What follows belongs to an exercise in optimizing a design on an open flow for small area, a short achievable clock period and few clock cycles per item; a production flow would make more cautious choices. In this exercise RTL edits were held to simulation tests only and were not proved equivalent to the original.

## midpoint_ellipse_point_generator_unit
module midpoint_ellipse_point_generator_unit
#(
	parameter int RADIUS_BITS = 10,
	parameter int COORD_BITS  = 12
) (
	input  wire                          clk,
	input  wire                          arst_n,
	input  wire                          psel,
	input  wire                          penable,
	input  wire                          pwrite,
	input  wire  [2:0]                   paddr,
	input  wire  [31:0]                  pwdata,
	output logic [31:0]                  prdata,
	output logic                         pready,
	input  wire                          item_valid,
	output logic                         item_ready,
	input  wire                          item_command,
	input  wire  [RADIUS_BITS-1:0]       item_radius_x,
	input  wire  [RADIUS_BITS-1:0]       item_radius_y,
	input  wire  signed [COORD_BITS-1:0] item_centre_x,
	input  wire  signed [COORD_BITS-1:0] item_centre_y,
	output logic                         result_valid,
	input  wire                          result_ready,
	output logic signed [COORD_BITS:0]   result_right_x,
	output logic signed [COORD_BITS:0]   result_left_x,
	output logic signed [COORD_BITS:0]   result_upper_y,
	output logic signed [COORD_BITS:0]   result_lower_y,
	output logic                         result_lower_valid,
	output logic                         result_visible,
	output logic                         result_done_res
);
	localparam int DW = 34;    
	localparam int MW = 32;    
	localparam int AW = 20;    
	localparam int KW = 24;    
	localparam int OW = COORD_BITS + 1;
	logic       upper_q;
	logic [7:0] skip_q;
	assign pready = 1'b1;
	always_ff @(posedge clk or negedge arst_n) begin
		if (!arst_n) begin
			upper_q <= 1'b0;
			skip_q  <= '0;
  ...
For scale: ~300 flip-flops, roughly 180 I/O pins, roughly 0.023 mm² of cells after synthesis.
Settings: LEC_CHECK=0, CAP_MARGIN=20, CORE_MARGIN=2, CORE_UTILIZATION=40, SLEW_MARGIN=20; clock period 11.0 ns.
run.sh (not shown) runs the stock make flow with config.mk's settings and CLKGATE_MAP_FILE= SYNTH_SCRIPT=/design/flow/synth_recipe.tcl, a recipe that flattens the netlist after the stock synthesis.
Testbench counts at the start, summed over its fixed seeds: cycles 48,695, items 46,359.
Rerun with:
==> flow/flow/run.sh (new file) <==
#!/bin/bash
set -euo pipefail
MARGIN=$(cat flow/margin.txt)
bash standard.sh synth > synth.log 2>&1
bash standard.sh SETUP_SLACK_MARGIN=$MARGIN finish > layout.log 2>&1
==> flow/flow/margin.txt (new file) <==
7
==> flow/standard.sh (new file) <==
#!/bin/bash
# synth_recipe.tcl (not shown) runs the flow's synth.tcl, then flattens the netlist and writes it again
# the make line also repeats each setting of config.mk as NAME=value (left out here)
make -C /OpenROAD-flow-scripts/flow DESIGN_CONFIG=/design/flow/config.mk WORK_HOME=/design/flow/orfs CLKGATE_MAP_FILE= SYNTH_SCRIPT=/design/flow/synth_recipe.tcl "${@:-finish}"
removed: flow/run.sh
Wire length rises by roughly a tenth.
Sequential share of layout area falls by 3.8 points.
Worst hold slack stays flat.
Synthesized cell count is unchanged.
Via count rises by a few percent.
Clock-buffer cell count falls by 10.
Non-clock buffer count rises by 152.
Critical path depth falls by 20.
Cell count rises by a few percent.
Rerun with:
==> flow/run.sh (new file) <==
#!/bin/bash
# synth_recipe.tcl (not shown) runs the flow's synth.tcl, then flattens the netlist and writes it again
# the make line also repeats each setting of config.mk as NAME=value (left out here)
make -C /OpenROAD-flow-scripts/flow DESIGN_CONFIG=/design/flow/config.mk WORK_HOME=/design/flow/orfs CLKGATE_MAP_FILE= SYNTH_SCRIPT=/design/flow/synth_recipe.tcl finish
--- a/flow/config.mk
+++ b/flow/config.mk
@@ -9,3 +9,4 @@
 export CORE_MARGIN = 2
 export CORE_UTILIZATION = 40
+export SETUP_SLACK_MARGIN = 5
 export SLEW_MARGIN = 20
removed: flow/flow/run.sh
removed: flow/flow/margin.txt
removed: flow/standard.sh
Effect: Wire length is lower by 10%; synthesized cell count is unchanged; global-route usage falls by 2.6 points; via count is lower by 5.4%; synthesized area is unchanged; register-to-register slack is worse by 0.98 ns; core utilization goes down by 6.8 points; clock skew hardly moves; sequential cell count does not change.

---

Setup of the reference run:
midpoint_ellipse_point_generator_unit, a different RTL version from the one above (not shown whole).
For scale: about 2400 cells after synthesis, roughly 270 flip-flops, roughly 180 I/O pins, about 21000 µm² of cells after synthesis.
// midpoint_ellipse_point_generator_unit
module midpoint_ellipse_point_generator_unit
#(
	parameter int RADIUS_BITS = 10,
	parameter int COORD_BITS  = 12
) (
	input  wire                          clk,
	input  wire                          arst_n,
	input  wire                          psel,
	input  wire                          penable,
	input  wire                          pwrite,
	input  wire  [2:0]                   paddr,
	input  wire  [31:0]                  pwdata,
	output logic [31:0]                  prdata,
	output logic                         pready,
	input  wire                          item_valid,
	output logic                         item_ready,
	input  wire                          item_command,
	input  wire  [RADIUS_BITS-1:0]       item_radius_x,
	input  wire  [RADIUS_BITS-1:0]       item_radius_y,
	input  wire  signed [COORD_BITS-1:0] item_centre_x,
	input  wire  signed [COORD_BITS-1:0] item_centre_y,
	output logic                         result_valid,
	input  wire                          result_ready,
	output logic signed [COORD_BITS:0]   result_right_x,
	output logic signed [COORD_BITS:0]   result_left_x,
	output logic signed [COORD_BITS:0]   result_upper_y,
	output logic signed [COORD_BITS:0]   result_lower_y,
	output logic                         result_lower_valid,
	output logic                         result_visible,
	output logic                         result_done_res
);
Settings: LEC_CHECK=0, CAP_MARGIN=20, CORE_MARGIN=2, CORE_UTILIZATION=40, CTS_CLUSTER_DIAMETER=100, CTS_CLUSTER_SIZE=20, SLEW_MARGIN=20; clock period 11.0 ns.
standard.sh (not shown) runs the stock make flow with config.mk's settings and CLKGATE_MAP_FILE= SYNTH_SCRIPT=/design/flow/synth_recipe.tcl, a recipe that flattens the netlist after the stock synthesis.
==> flow/flow/run.sh <==
#!/bin/bash
set -euo pipefail
MARGIN=$(cat flow/margin.txt)
bash standard.sh synth > synth.log 2>&1
bash standard.sh SETUP_SLACK_MARGIN=$MARGIN finish > layout.log 2>&1
==> flow/flow/margin.txt <==
6.15
Every stage of the flow completed for the reference run, and the final layout passed the timing, DRC and antenna checks.
Testbench counts of the reference run, summed over its fixed seeds: cycles 48,607, items 46,359.
For the trial run, these inputs were changed with respect to the reference run:
==> flow/flow/margin.txt <==
6.35
--- outcome ---
Changes observed in the trial run relative to the reference run: final weighted congestion in routability-driven placement shows an increase of 4.7%, number of cell instances on the worst register-to-register path moved up. Post-route minimum period delta (the reference run -> the trial run): insignificant.

-- re-timing with driven ports --
The flow's constraints put no driver on any port. The routed layouts listed below were extracted and timed again, unchanged, in two steps.
Step 1 sets driving cells, clkbuf_16 on the clock port and buf_2 on the other inputs (assumed; they add their load-dependent delay and slew).
Step 2 times the ports against the registers' clock, not the clock port: input delays grow and output delays shrink by t, the midpoint of the rising clock arrivals with the driver on.
Slacks: ideal / step 1 / step 2; pairs: ideal / step 1.
| run | t, ns | slack for setup (ns) | clock arrival spread, ns | slew at the worst register clock pin (ns) |
|---|---|---|---|---|
| the first run of note 1 | 0.621 | 4.272 / 4.272 / 4.272 | 0.023 / 0.023 | 0.07 / 0.07 |
| the second run of note 1 | 0.625 | 6.084 / 6.009 / 6.009 | 0.023 / 0.023 | 0.07 / 0.07 |
| the third run of note 1 | 0.619 | 5.078 / 5.050 / 5.050 | 0.024 / 0.024 | 0.07 / 0.07 |
| the reference run | 0.587 | 6.163 / 6.070 / 5.718 | 0.024 / 0.023 | 0.10 / 0.10 |
| the trial run | 0.575 | 6.164 / 6.026 / 5.817 | 0.030 / 0.030 | 0.10 / 0.10 |
After both steps setup and hold are still met in every run listed. For the reference run, which loses most, drivers alone change the setup slack by -0.093 ns; drivers and shift together by -0.445 ns.
